Background: an optimization exercise with open tools, aiming at small area, a short achievable clock period and few clock cycles per item. Do not read the settings as production practice. Only simulation tests tie the RTL to the original design; equivalence was not proved.

==> inputs of job 502 <==
==> flow/design.v <==
`default_nettype none
package fpa_pkg;
  localparam int unsigned DataW        = 32;
  localparam int unsigned FracBitsDflt = 8;
  typedef enum logic [3:0] {
    ACT_ADD      = 4'd0,
    ACT_SUB      = 4'd1,
    ACT_MUL      = 4'd2,
    ACT_DIV      = 4'd3,
    ACT_MIN      = 4'd4,
    ACT_MAX      = 4'd5,
    ACT_INC      = 4'd6,
    ACT_DEC      = 4'd7,
    ACT_FROM_INT = 4'd8,
    ACT_TO_INT   = 4'd9
  } action_t;
  typedef struct packed {
    logic [3:0]        action;
    logic signed [31:0] operand_a;
    logic signed [31:0] operand_b;
  } in_item_t;
  typedef struct packed {
    logic signed [31:0] result;
    logic              a_less;
    logic              a_equal;
    logic              a_greater;
    logic              overflow;
    logic              div_by_zero;
  } out_item_t;
  typedef struct packed {
    logic       vld;
    logic       is_div;
    logic       neg;
    logic       dz;
  } div_ctl_t;
endpackage
`default_nettype wire
`default_nettype none
module fixed_point_alu_core #(
  parameter int unsigned FRAC_BITS = fpa_pkg::FracBitsDflt
) (
  input  wire logic               clk,
  input  wire logic               rst_n,
  input  wire logic               in_valid,
  output logic                    in_ready,
  input  wire fpa_pkg::in_item_t  in_data,
  output logic                    out_valid,
  input  wire logic               out_ready,
  output fpa_pkg::out_item_t      out_data
);
  logic        s_vld, done_r, k_vld;
  logic        op_sum, op_dz, op_min, op_max, op_fi, op_ti;
  logic        m_it, m_fin, d_abs, d_it, d_fin;
  logic [31:0] a_r, b_r;
  logic        e_r;           
  logic [33:0] r_r;           
  logic [5:0]  cnt;
  logic [2:0]  cmp_r;
  logic        ovf_r;         
  logic        neg_r;         
  logic        na_r;          
  logic [5:0]  lza_r, lzb_r;  
  wire signed [31:0] a_s = a_r;
  wire signed [31:0] b_s = b_r;
  wire lt = a_s < b_s;
  wire eq = a_r == b_r;
  wire gt = !lt && !eq;
  wire [2:0] cmp_now = {lt, eq, gt};
  wire [35:0] bx  = {{4{b_r[31]}}, b_r};
  wire [35:0] bx2 = {{3{b_r[31]}}, b_r, 1'b0};
  logic [4:1]  c0, c1;
  logic        c_cin0;
  wire [35:0] opa = {{2{r_r[33]}}, r_r};
  wire [35:0] opb = (bx & {36{c0[4]}}) | (~bx & {36{c0[3]}}) | (bx2 & {36{c0[2]}})
                  | (~bx2 & {36{c0[1]}});
  wire [35:0] opc = ({bx[33:0], 2'b00} & {36{c1[4]}}) | ({~bx[33:0], 2'b11} & {36{c1[3]}})
                  | ({bx2[33:0], 2'b00} & {36{c1[2]}}) | ({~bx2[33:0], 2'b11} & {36{c1[1]}});
  wire        c_inv1 = c1[3] | c1[1];
  wire        cin0 = c_cin0;
  wire        cin1 = c_inv1;
  wire [35:0] cs_s = opa ^ opb ^ opc;
  wire [35:0] cs_c = (opa & opb) | (opa & opc) | (opb & opc);
  wire [36:0] sum37 = {cs_s, cin1} + {cs_c[34:0], cin0, cin1};
  wire [35:0] sum = sum37[36:1];
  wire sat_ovf = !((sum[35:31] == 5'b00000) || (sum[35:31] == 5'b11111));
  wire        mul_ovf = !((r_r[33:7] == '0) || (r_r[33:7] == '1));
  wire        fi_ovf  = !((a_r[31:23] == '0) || (a_r[31:23] == '1));
  wire [31:0] alt = ({32{op_min}} & (gt ? b_r : a_r))
                  | ({32{op_max}} & (gt ? a_r : b_r))
                  | ({32{op_fi}}  & {a_r[23:0], 8'd0})
                  | ({32{op_ti}}  & {{8{a_r[31]}}, a_r[31:8]})
                  | ({32{m_fin}}  & {r_r[7:0], a_r[31:8]});
  wire alt_ovf = (op_fi & fi_ovf) | (m_fin & mul_ovf) | (d_fin & ovf_r);
  wire alt_sgn = (op_fi & a_r[31]) | (m_fin & r_r[33]) | (d_fin & neg_r);
  wire use_sat = op_sum | (d_fin & ~ovf_r);
  wire long_op = m_fin | d_fin;
  logic [37:0] res, k_data, o_r;
  always_comb begin
    res[37:6] = use_sat ? sum[31:0] : alt;
    res[5:3]  = long_op ? cmp_r : cmp_now;
    res[2]    = use_sat ? sat_ovf : alt_ovf;
    res[1]    = op_dz;
    res[0]    = use_sat ? sum[35] : alt_sgn;
  end
  function automatic logic [5:0] lzs32(input logic [31:0] v);
    logic [30:0] d;
    d = v[31:1] ^ v[30:0];
    lzs32 = 6'd32;
    for (int i = 0; i < 31; i++) if (d[i]) lzs32 = 6'(31 - i);
  endfunction
  wire [7:0] kq = 8'd88 + {2'b00, lza_r} - {7'd0, na_r} - {2'b00, lzb_r};   
  logic [2:0] jsel;    
  always_comb begin
    if (kq >= 8'd96)      jsel = 3'd4;
    else if (kq >= 8'd88) jsel = 3'd3;
    else if (kq >= 8'd80) jsel = 3'd2;
    else if (kq >= 8'd72) jsel = 3'd1;
    else                  jsel = 3'd0;
  end
  wire [66:0] vx = {26'd0, r_r[31:0], 9'd0};
  logic [66:0] vsh;
  always_comb begin
    unique case (jsel)
      3'd0: vsh = vx;
      3'd1: vsh = vx << 8;
      3'd2: vsh = vx << 16;
      3'd3: vsh = vx << 24;
      default: vsh = vx << 32;
    endcase
  end
  wire s_done = s_vld && done_r;
  wire move   = s_done && !k_vld;
  assign in_ready = !k_vld && (!s_vld || done_r);
  wire accept = in_valid && in_ready;
  wire [3:0]  in_act = in_data.action;
  wire [31:0] in_a = in_data.operand_a;
  wire [31:0] in_b = in_data.operand_b;
  wire in_neg  = in_a[31] ^ in_b[31];
  wire in_bz   = in_b == 32'd0;
  wire in_mul  = in_act == 4'd2;
  wire in_div  = in_act == 4'd3 && !in_bz;
  wire in_sum  = in_act == 4'd0 || in_act == 4'd1 || in_act == 4'd6 || in_act == 4'd7;
  always_ff @(posedge clk) begin
    if (!rst_n) begin
      s_vld <= 1'b0;
    end else if (accept) begin
      s_vld <= 1'b1;
    end else if (move) begin
      s_vld <= 1'b0;
    end
  end
  function automatic logic [4:1] sel1h(input logic [2:0] d);
    sel1h = {d[1] & ~d[2], d[1] & d[2], d[0] & ~d[2], d[0] & d[2]};
  endfunction
  function automatic logic [2:0] booth(input logic [2:0] x);   
    booth = {x[2] & ~(x[1] & x[0]), x[1] ^ x[0],
             (x[2] & ~x[1] & ~x[0]) | (~x[2] & x[1] & x[0])};
  endfunction
  always_ff @(posedge clk) begin
    if (accept) begin
      done_r  <= !(in_mul || in_div);
      op_sum  <= in_sum;
      if (in_mul) begin
        c0     <= sel1h(booth({in_a[1:0], 1'b0}));
        c_cin0 <= in_a[1];
        c1     <= sel1h(booth(in_a[3:1]));
      end else begin
        c0     <= {in_act == 4'd0 || in_act == 4'd7, in_act == 4'd1 || in_act == 4'd7, 2'b00};
        c_cin0 <= in_act == 4'd1 || in_act == 4'd6;
        c1     <= 4'd0;
      end
      m_it    <= in_mul;
      m_fin   <= 1'b0;
      d_abs   <= in_div;
      d_it    <= 1'b0;
      d_fin   <= 1'b0;
      op_dz   <= in_act == 4'd3 && in_bz;
      op_min  <= in_act == 4'd4;
      op_max  <= in_act == 4'd5;
      op_fi   <= in_act == 4'd8;
      op_ti   <= in_act == 4'd9;
      a_r     <= in_a;
      b_r     <= in_b;
      e_r     <= 1'b0;
      r_r     <= in_sum ? {{2{in_a[31]}}, in_a}
               : in_mul ? {26'd0, in_neg ? 8'd127 : 8'd128}
               : {2'b00, in_a[31] ? 32'(-in_a) : in_a};
      cnt     <= '0;
      neg_r   <= in_neg;
      na_r    <= in_a[31];
      ovf_r   <= 1'b0;
      lza_r   <= lzs32(in_a);
      lzb_r   <= lzs32(in_b);
    end else if (s_vld && !done_r) begin
      cnt <= cnt + 6'd1;
      if (cnt == 6'd0) cmp_r <= cmp_now;
      if (m_it) begin
        r_r <= {{2{sum[35]}}, sum[35:4]};
        a_r <= {sum[3:0], a_r[31:4]};
        e_r <= a_r[3];
        c0     <= sel1h(booth(a_r[5:3]));
        c_cin0 <= booth(a_r[5:3]) >> 2;
        c1     <= sel1h(booth(a_r[7:5]));
        if (cnt == 6'd7) begin
          m_it <= 1'b0; m_fin <= 1'b1; done_r <= 1'b1;
        end
      end
      if (d_abs) begin
        {r_r, a_r, e_r} <= vsh;
        cnt   <= {jsel, 3'b001};
        d_abs <= 1'b0;
        d_it  <= 1'b1;
        c0     <= sel1h({~b_r[31], 2'b10});    
        c_cin0 <= ~b_r[31];
      end
      if (d_it) begin
        {a_r, e_r} <= {a_r[30:0], e_r, ~sum[35]};
        if (cnt == 6'd1) ovf_r <= ~sum[35];
        if (cnt == 6'd34) begin
          r_r  <= {2'b00, a_r[30:0], e_r} ^ {34{neg_r}};
          c0     <= 4'd0;
          c_cin0 <= ~sum[35] ^ neg_r;
          d_it <= 1'b0; d_fin <= 1'b1; done_r <= 1'b1;
        end else begin
          r_r  <= {sum[32:0], a_r[31]};
          c0     <= sel1h({~(sum[35] ^ b_r[31]), 2'b10});    
          c_cin0 <= ~(sum[35] ^ b_r[31]);
        end
      end
    end
  end
  wire o_free = !out_valid || out_ready;
  always_ff @(posedge clk) begin
    if (!rst_n) begin
      out_valid <= 1'b0;
      k_vld     <= 1'b0;
    end else begin
      if (o_free) out_valid <= move || k_vld;
      if (move && !o_free) k_vld <= 1'b1;
      else if (o_free) k_vld <= 1'b0;
    end
  end
  always_ff @(posedge clk) begin
    if (o_free) o_r <= k_vld ? k_data : res;
    if (move && !o_free) k_data <= res;
  end
  always_comb begin
    out_data.result      = o_r[2] ? {o_r[0], {31{~o_r[0]}}} : o_r[37:6];
    out_data.a_less      = o_r[5];
    out_data.a_equal     = o_r[4];
    out_data.a_greater   = o_r[3];
    out_data.overflow    = o_r[2];
    out_data.div_by_zero = o_r[1];
  end
endmodule
`default_nettype wire
==> flow/flow/run.sh <==
#!/bin/bash
# The standard layout with two changes to how it is made:
#  - sky130_fd_sc_hd__a222oi_1 is added to the platform's don't-use cells (its pins are hard to
#    reach and leave the detailed router with met1 spacing violations it cannot clear), for
#    synthesis and every later step;
#  - the port buffers are buf_2 cells instead of the cell buffer_ports picks by default.
#    Every port still gets its own buffer.
# Registers, their names and cell types are the standard synthesis's.
set -euo pipefail
PLATFORM_DONT_USE="sky130_fd_sc_hd__probe_p_8 sky130_fd_sc_hd__probec_p_8 sky130_fd_sc_hd__lpflow_bleeder_1 sky130_fd_sc_hd__lpflow_clkbufkapwr_1 sky130_fd_sc_hd__lpflow_clkbufkapwr_16 sky130_fd_sc_hd__lpflow_clkbufkapwr_2 sky130_fd_sc_hd__lpflow_clkbufkapwr_4 sky130_fd_sc_hd__lpflow_clkbufkapwr_8 sky130_fd_sc_hd__lpflow_clkinvkapwr_1 sky130_fd_sc_hd__lpflow_clkinvkapwr_16 sky130_fd_sc_hd__lpflow_clkinvkapwr_2 sky130_fd_sc_hd__lpflow_clkinvkapwr_4 sky130_fd_sc_hd__lpflow_clkinvkapwr_8 sky130_fd_sc_hd__lpflow_decapkapwr_12 sky130_fd_sc_hd__lpflow_decapkapwr_3 sky130_fd_sc_hd__lpflow_decapkapwr_4 sky130_fd_sc_hd__lpflow_decapkapwr_6 sky130_fd_sc_hd__lpflow_decapkapwr_8 sky130_fd_sc_hd__lpflow_inputiso0n_1 sky130_fd_sc_hd__lpflow_inputiso0p_1 sky130_fd_sc_hd__lpflow_inputiso1n_1 sky130_fd_sc_hd__lpflow_inputiso1p_1 sky130_fd_sc_hd__lpflow_inputisolatch_1 sky130_fd_sc_hd__lpflow_isobufsrc_1 sky130_fd_sc_hd__lpflow_isobufsrc_16 sky130_fd_sc_hd__lpflow_isobufsrc_2 sky130_fd_sc_hd__lpflow_isobufsrc_4 sky130_fd_sc_hd__lpflow_isobufsrc_8 sky130_fd_sc_hd__lpflow_isobufsrckapwr_16 sky130_fd_sc_hd__lpflow_lsbuf_lh_hl_isowell_tap_1 sky130_fd_sc_hd__lpflow_lsbuf_lh_hl_isowell_tap_2 sky130_fd_sc_hd__lpflow_lsbuf_lh_hl_isowell_tap_4 sky130_fd_sc_hd__lpflow_lsbuf_lh_isowell_4 sky130_fd_sc_hd__lpflow_lsbuf_lh_isowell_tap_1 sky130_fd_sc_hd__lpflow_lsbuf_lh_isowell_tap_2 sky130_fd_sc_hd__lpflow_lsbuf_lh_isowell_tap_4 "
export BUFFER_PORTS_ARGS="-buffer_cell sky130_fd_sc_hd__buf_2"
bash standard.sh "DONT_USE_CELLS=$PLATFORM_DONT_USE sky130_fd_sc_hd__a222oi_1" finish > standard.log 2>&1
==> flow/standard.sh <==
#!/bin/bash
# synth_recipe.tcl (not shown) runs the flow's synth.tcl, then flattens the netlist and writes it again
# the make line also repeats each setting of config.mk as NAME=value (left out here)
make -C /OpenROAD-flow-scripts/flow DESIGN_CONFIG=/design/flow/config.mk WORK_HOME=/design/flow/orfs CLKGATE_MAP_FILE= SYNTH_SCRIPT=/design/flow/synth_recipe.tcl "${@:-finish}"
==> flow/config.mk <==
export PLATFORM = sky130hd
export DESIGN_NAME = fixed_point_alu_core
export DESIGN_NICKNAME = fixed_point_alu_core
export VERILOG_FILES = /design/flow/design.v
export SDC_FILE = /design/flow/constraint.sdc
export NUM_CORES = 4
export LEC_CHECK = 0
export CAP_MARGIN = 20
export CORE_MARGIN = 2
export CORE_UTILIZATION = 35
export PLACE_DENSITY = 0.45
export SLEW_MARGIN = 20
==> flow/constraint.sdc <==
create_clock -name core_clock -period 14.0 [get_ports {clk}]
set_input_delay 2.8000 -clock core_clock [delete_from_list [all_inputs] [get_ports {clk}]]
set_output_delay 2.8000 -clock core_clock [all_outputs]
set_load 0.01 [all_outputs]
==> job 5677 (differences from job 502) <==
--- a/flow/design.v
+++ b/flow/design.v
@@ -68,14 +68,15 @@
   wire [2:0] cmp_now = {lt, eq, gt};
   wire [35:0] bx  = {{4{b_r[31]}}, b_r};
   wire [35:0] bx2 = {{3{b_r[31]}}, b_r, 1'b0};
-  logic [4:1]  c0, c1;
+  logic [4:0]  c0, c1;
   logic        c_cin0;
   wire [35:0] opa = {{2{r_r[33]}}, r_r};
   wire [35:0] opb = (bx & {36{c0[4]}}) | (~bx & {36{c0[3]}}) | (bx2 & {36{c0[2]}})
-                  | (~bx2 & {36{c0[1]}});
+                  | (~bx2 & {36{c0[1]}}) | {36{c0[0]}};
   wire [35:0] opc = ({bx[33:0], 2'b00} & {36{c1[4]}}) | ({~bx[33:0], 2'b11} & {36{c1[3]}})
-                  | ({bx2[33:0], 2'b00} & {36{c1[2]}}) | ({~bx2[33:0], 2'b11} & {36{c1[1]}});
-  wire        c_inv1 = c1[3] | c1[1];
+                  | ({bx2[33:0], 2'b00} & {36{c1[2]}}) | ({~bx2[33:0], 2'b11} & {36{c1[1]}})
+                  | {36{c1[0]}};
+  wire        c_inv1 = c1[3] | c1[1] | c1[0];
   wire        cin0 = c_cin0;
   wire        cin1 = c_inv1;
   wire [35:0] cs_s = opa ^ opb ^ opc;
@@ -149,8 +150,8 @@
       s_vld <= 1'b0;
     end
   end
-  function automatic logic [4:1] sel1h(input logic [2:0] d);
-    sel1h = {d[1] & ~d[2], d[1] & d[2], d[0] & ~d[2], d[0] & d[2]};
+  function automatic logic [4:0] sel1h(input logic [2:0] d);
+    sel1h = {d[1] & ~d[2], d[1] & d[2], d[0] & ~d[2], d[0] & d[2], d[2] & ~d[1] & ~d[0]};
   endfunction
   function automatic logic [2:0] booth(input logic [2:0] x);   
     booth = {x[2] & ~(x[1] & x[0]), x[1] ^ x[0],
@@ -165,9 +166,9 @@
         c_cin0 <= in_a[1];
         c1     <= sel1h(booth(in_a[3:1]));
       end else begin
-        c0     <= {in_act == 4'd0 || in_act == 4'd7, in_act == 4'd1 || in_act == 4'd7, 2'b00};
+        c0     <= sel1h({in_act == 4'd1 || in_act == 4'd7, in_act == 4'd0 || in_act == 4'd1, 1'b0});
         c_cin0 <= in_act == 4'd1 || in_act == 4'd6;
-        c1     <= 4'd0;
+        c1     <= 5'd0;
       end
       m_it    <= in_mul;
       m_fin   <= 1'b0;
@@ -218,7 +219,7 @@
         if (cnt == 6'd1) ovf_r <= ~sum[35];
         if (cnt == 6'd34) begin
           r_r  <= {2'b00, a_r[30:0], e_r} ^ {34{neg_r}};
-          c0     <= 4'd0;
+          c0     <= 5'd0;
           c_cin0 <= ~sum[35] ^ neg_r;
           d_it <= 1'b0; d_fin <= 1'b1; done_r <= 1'b1;
         end else begin
==> flow/run.sh (new file) <==
#!/bin/bash
# synth_recipe.tcl (not shown) runs the flow's synth.tcl, then flattens the netlist and writes it again
# the make line also repeats each setting of config.mk as NAME=value (left out here)
make -C /OpenROAD-flow-scripts/flow DESIGN_CONFIG=/design/flow/config.mk WORK_HOME=/design/flow/orfs CLKGATE_MAP_FILE= SYNTH_SCRIPT=/design/flow/synth_recipe.tcl finish
- CTS_BUF_LIST: not set -> sky130_fd_sc_hd__clkbuf_16
- CTS_CLUSTER_DIAMETER: not set -> 100
- CTS_CLUSTER_SIZE: not set -> 30
removed: flow/flow/run.sh
removed: flow/standard.sh
==> job 5020 (differences from job 502) <==
==> flow/design.v, changed modules only <==
module fixed_point_alu_core #(
  parameter int unsigned FRAC_BITS = fpa_pkg::FracBitsDflt
) (
  input  wire logic               clk,
  input  wire logic               rst_n,
  input  wire logic               in_valid,
  output logic                    in_ready,
  input  wire fpa_pkg::in_item_t  in_data,
  output logic                    out_valid,
  input  wire logic               out_ready,
  output fpa_pkg::out_item_t      out_data
);
  logic        s_vld, done_r, k_vld;
  logic        op_sum, op_dz, op_min, op_max, op_fi, op_ti;
  logic        m_it, m_fin, d_abs, d_it, d_fin;
  logic [31:0] a_r, b_r;
  logic        e_r;           
  logic [33:0] r_r;           
  logic [5:0]  cnt;
  logic [2:0]  cmp_r;
  logic        ovf_r;         
  logic        neg_r;         
  logic        na_r;          
  logic [5:0]  lza_r, lzb_r;  
  wire signed [31:0] a_s = a_r;
  wire signed [31:0] b_s = b_r;
  wire lt = a_s < b_s;
  wire eq = a_r == b_r;
  wire gt = !lt && !eq;
  wire [2:0] cmp_now = {lt, eq, gt};
  wire [35:0] bx  = {{4{b_r[31]}}, b_r};
  wire [35:0] bx2 = {{3{b_r[31]}}, b_r, 1'b0};
  logic        c_selb, c_sel2b, c_inv0, c_cin0, c_selb1, c_sel2b1, c_inv1;
  wire [35:0] opa = {{2{r_r[33]}}, r_r};
  wire [35:0] opb = ((bx & {36{c_selb}}) | (bx2 & {36{c_sel2b}})) ^ {36{c_inv0}};
  wire [35:0] opc = (({bx[33:0], 2'b00} & {36{c_selb1}}) | ({bx2[33:0], 2'b00} & {36{c_sel2b1}}))
                  ^ {36{c_inv1}};
  wire        cin0 = c_cin0;
  wire        cin1 = c_inv1;
  wire [35:0] cs_s = opa ^ opb ^ opc;
  wire [35:0] cs_c = (opa & opb) | (opa & opc) | (opb & opc);
  wire [36:0] sum37 = {cs_s, cin1} + {cs_c[34:0], cin0, cin1};
  wire [35:0] sum = sum37[36:1];
  wire sat_ovf = !((sum[35:31] == 5'b00000) || (sum[35:31] == 5'b11111));
  wire        mul_ovf = !((r_r[33:7] == '0) || (r_r[33:7] == '1));
  wire        fi_ovf  = !((a_r[31:23] == '0) || (a_r[31:23] == '1));
  wire [31:0] alt = ({32{op_min}} & (gt ? b_r : a_r))
                  | ({32{op_max}} & (gt ? a_r : b_r))
                  | ({32{op_fi}}  & {a_r[23:0], 8'd0})
                  | ({32{op_ti}}  & {{8{a_r[31]}}, a_r[31:8]})
                  | ({32{m_fin}}  & {r_r[7:0], a_r[31:8]});
  wire alt_ovf = (op_fi & fi_ovf) | (m_fin & mul_ovf) | (d_fin & ovf_r);
  wire alt_sgn = (op_fi & a_r[31]) | (m_fin & r_r[33]) | (d_fin & neg_r);
  wire use_sat = op_sum | (d_fin & ~ovf_r);
  wire long_op = m_fin | d_fin;
  logic [37:0] res, k_data, o_r;
  always_comb begin
    res[37:6] = use_sat ? sum[31:0] : alt;
    res[5:3]  = long_op ? cmp_r : cmp_now;
    res[2]    = use_sat ? sat_ovf : alt_ovf;
    res[1]    = op_dz;
    res[0]    = use_sat ? sum[35] : alt_sgn;
  end
  function automatic logic [5:0] lzc32(input logic [31:0] v);
    lzc32 = 6'd32;
    for (int i = 0; i < 32; i++) if (v[i]) lzc32 = 6'(31 - i);
  endfunction
  wire [7:0] kq = 8'd88 + {2'b00, lza_r} - {7'd0, na_r} - {2'b00, lzb_r};   
  logic [2:0] jsel;    
  always_comb begin
    if (kq >= 8'd96)      jsel = 3'd4;
    else if (kq >= 8'd88) jsel = 3'd3;
    else if (kq >= 8'd80) jsel = 3'd2;
    else if (kq >= 8'd72) jsel = 3'd1;
    else                  jsel = 3'd0;
  end
  wire [66:0] vx = {26'd0, sum[31:0], 9'd0};
  logic [66:0] vsh;
  always_comb begin
    unique case (jsel)
      3'd0: vsh = vx;
      3'd1: vsh = vx << 8;
      3'd2: vsh = vx << 16;
      3'd3: vsh = vx << 24;
      default: vsh = vx << 32;
    endcase
  end
  wire s_done = s_vld && done_r;
  wire move   = s_done && !k_vld;
  assign in_ready = !k_vld && (!s_vld || done_r);
  wire accept = in_valid && in_ready;
  wire [3:0]  in_act = in_data.action;
  wire [31:0] in_a = in_data.operand_a;
  wire [31:0] in_b = in_data.operand_b;
  wire in_neg  = in_a[31] ^ in_b[31];
  wire in_bz   = in_b == 32'd0;
  wire in_mul  = in_act == 4'd2;
  wire in_div  = in_act == 4'd3 && !in_bz;
  always_ff @(posedge clk) begin
    if (!rst_n) begin
      s_vld <= 1'b0;
    end else if (accept) begin
      s_vld <= 1'b1;
    end else if (move) begin
      s_vld <= 1'b0;
    end
  end
  function automatic logic [2:0] booth(input logic [2:0] x);   
    booth = {x[2] & ~(x[1] & x[0]), x[1] ^ x[0],
             (x[2] & ~x[1] & ~x[0]) | (~x[2] & x[1] & x[0])};
  endfunction
  always_ff @(posedge clk) begin
    if (accept) begin
      done_r  <= !(in_mul || in_div);
      op_sum  <= in_act == 4'd0 || in_act == 4'd1 || in_act == 4'd6 || in_act == 4'd7;
      if (in_mul) begin
        {c_inv0, c_selb, c_sel2b} <= booth({in_a[1:0], 1'b0});
        c_cin0 <= in_a[1];
        {c_inv1, c_selb1, c_sel2b1} <= booth(in_a[3:1]);
      end else begin
        c_selb  <= in_act == 4'd0 || in_act == 4'd1;
        c_sel2b <= 1'b0;
        c_inv0  <= in_act == 4'd1 || in_act == 4'd7;
        c_cin0  <= in_act == 4'd1 || in_act == 4'd6 || (in_div && in_a[31]);
        {c_inv1, c_selb1, c_sel2b1} <= 3'b000;
      end
      m_it    <= in_mul;
      m_fin   <= 1'b0;
      d_abs   <= in_div;
      d_it    <= 1'b0;
      d_fin   <= 1'b0;
      op_dz   <= in_act == 4'd3 && in_bz;
      op_min  <= in_act == 4'd4;
      op_max  <= in_act == 4'd5;
      op_fi   <= in_act == 4'd8;
      op_ti   <= in_act == 4'd9;
      a_r     <= in_a;
      b_r     <= in_b;
      e_r     <= 1'b0;
      r_r     <= in_mul ? {26'd0, in_neg ? 8'd127 : 8'd128}
               : {{2{in_a[31] & ~in_div}}, in_a ^ {32{in_a[31] & in_div}}};
      cnt     <= '0;
      neg_r   <= in_neg;
      na_r    <= in_a[31];
      ovf_r   <= 1'b0;
      lza_r   <= lzc32(in_a ^ {32{in_a[31]}});
      lzb_r   <= lzc32(in_b ^ {32{in_b[31]}});
    end else if (s_vld && !done_r) begin
      cnt <= cnt + 6'd1;
      if (cnt == 6'd0) cmp_r <= cmp_now;
      if (m_it) begin
        r_r <= {{2{sum[35]}}, sum[35:4]};
        a_r <= {sum[3:0], a_r[31:4]};
        e_r <= a_r[3];
        {c_inv0, c_selb, c_sel2b} <= booth(a_r[5:3]);
        c_cin0 <= booth(a_r[5:3]) >> 2;
        {c_inv1, c_selb1, c_sel2b1} <= booth(a_r[7:5]);
        if (cnt == 6'd7) begin
          m_it <= 1'b0; m_fin <= 1'b1; done_r <= 1'b1;
        end
      end
      if (d_abs) begin
        {r_r, a_r, e_r} <= vsh;
        cnt   <= {jsel, 3'b001};
        d_abs <= 1'b0;
        d_it  <= 1'b1;
        c_selb <= 1'b1;
        c_inv0 <= ~b_r[31];     
        c_cin0 <= ~b_r[31];
      end
      if (d_it) begin
        {a_r, e_r} <= {a_r[30:0], e_r, ~sum[35]};
        if (cnt == 6'd1) ovf_r <= ~sum[35];
        if (cnt == 6'd34) begin
          r_r  <= {2'b00, a_r[30:0], e_r} ^ {34{neg_r}};
          c_selb <= 1'b0;
          c_inv0 <= 1'b0;
          c_cin0 <= ~sum[35] ^ neg_r;
          d_it <= 1'b0; d_fin <= 1'b1; done_r <= 1'b1;
        end else begin
          r_r  <= {sum[32:0], a_r[31]};
          c_inv0 <= ~(sum[35] ^ b_r[31]);    
          c_cin0 <= ~(sum[35] ^ b_r[31]);
        end
      end
    end
  end
  wire o_free = !out_valid || out_ready;
  always_ff @(posedge clk) begin
    if (!rst_n) begin
      out_valid <= 1'b0;
      k_vld     <= 1'b0;
    end else begin
      if (o_free) out_valid <= move || k_vld;
      if (move && !o_free) k_vld <= 1'b1;
      else if (o_free) k_vld <= 1'b0;
    end
  end
  always_ff @(posedge clk) begin
    if (o_free) o_r <= k_vld ? k_data : res;
    if (move && !o_free) k_data <= res;
  end
  always_comb begin
    out_data.result      = o_r[2] ? {o_r[0], {31{~o_r[0]}}} : o_r[37:6];
    out_data.a_less      = o_r[5];
    out_data.a_equal     = o_r[4];
    out_data.a_greater   = o_r[3];
    out_data.overflow    = o_r[2];
    out_data.div_by_zero = o_r[1];
  end
endmodule
==> flow/run.sh (new file) <==
#!/bin/bash
# synth_recipe.tcl (not shown) runs the flow's synth.tcl, then flattens the netlist and writes it again
# the make line also repeats each setting of config.mk as NAME=value (left out here)
make -C /OpenROAD-flow-scripts/flow DESIGN_CONFIG=/design/flow/config.mk WORK_HOME=/design/flow/orfs CLKGATE_MAP_FILE= SYNTH_SCRIPT=/design/flow/synth_recipe.tcl finish
removed: flow/flow/run.sh
removed: flow/standard.sh
==> flow_metrics.py <==
metrics = {
    "outcome": {
        "status": "complete, no violations",
    },
    "floorplan": {
        "core-area_mm2": 0.0540,
    },
    "worst_setup_path": {
        "crit_path_start_kind": "flip-flop",
    },
    "finish": {
        "multi_input_gates": 1693,
    },
    "route": {
        "dr_wl_met2_mm": 34.8,
    },
}
# the run above: job 5020

==> flow_metrics.py <==
metrics = {
    "outcome": {
        "status": "complete, no violations",
    },
    "finish": {
        "multi_input_gates": 1756,
    },
    "worst_setup_path": {
        "end_kind": "flip-flop",
        "crit_path_start_kind": "flip-flop",
    },
    "floorplan": {
        "core-area_mm2": 0.0589,
    },
    "yosys": {
        "yosys.area.top_type": "edfxtp_1",
    },
    "route": {
        "dr_wl_met2_mm": 37.8,
    },
}
# the run above: job 502

==> flow_metrics.py <==
metrics = {
    "outcome": {
        "status": "complete, no violations",
    },
    "floorplan": {
        "core-area_mm2": 0.0589,
    },
    "worst_setup_path": {
        "crit_path_start_kind": "input pin",
    },
    "cts": {
        "cts_buffer_depth": 3,
    },
    "global_route": {
        "grt_max_degree": 84,
    },
    "route": {
        "dr_wl_met2_mm": 37.0,
        "vias": 18900,
    },
}
# the run above: job 5677

Testbench counts of job 502, summed over its fixed seeds: cycles 56,403, items 16,000.
Testbench counts of job 5677, summed over its fixed seeds: cycles 56,403, items 16,000.
Testbench counts of job 5020, summed over its fixed seeds: cycles 56,403, items 16,000.

-- port drivers added, routing unchanged --
The results above use ideal ports. As a check the final layouts listed here were re-extracted and re-timed, cells and wires unchanged.
Step 1 assumes that a clkbuf_16 drives the clock port and a buf_2 every other input.
Step 2, shift: input delay + t, output delay - t, t = (earliest + latest rising clock arrival at the registers) / 2. This alone moves slack from input paths to output paths.
a / b / c = no drivers / after step 1 / after step 2; a / b = the first two.
run | t (ns) | slack for setup (ns) | worst setup path after step 2 | worst slew at a driven data input, ns
job 502 | 0.641 | 8.215 / 8.215 / 8.009 | input to register | 0.04
job 5677 | 0.588 | 8.411 / 8.450 / 7.862 | input to register | 0.04
job 5020 | 0.628 | 8.055 / 8.055 / 7.494 | input to register | 0.06
After both steps every run listed still meets setup and hold. For job 5020, which loses most, drivers alone change the setup slack by 0.000 ns; drivers and shift together by -0.561 ns.
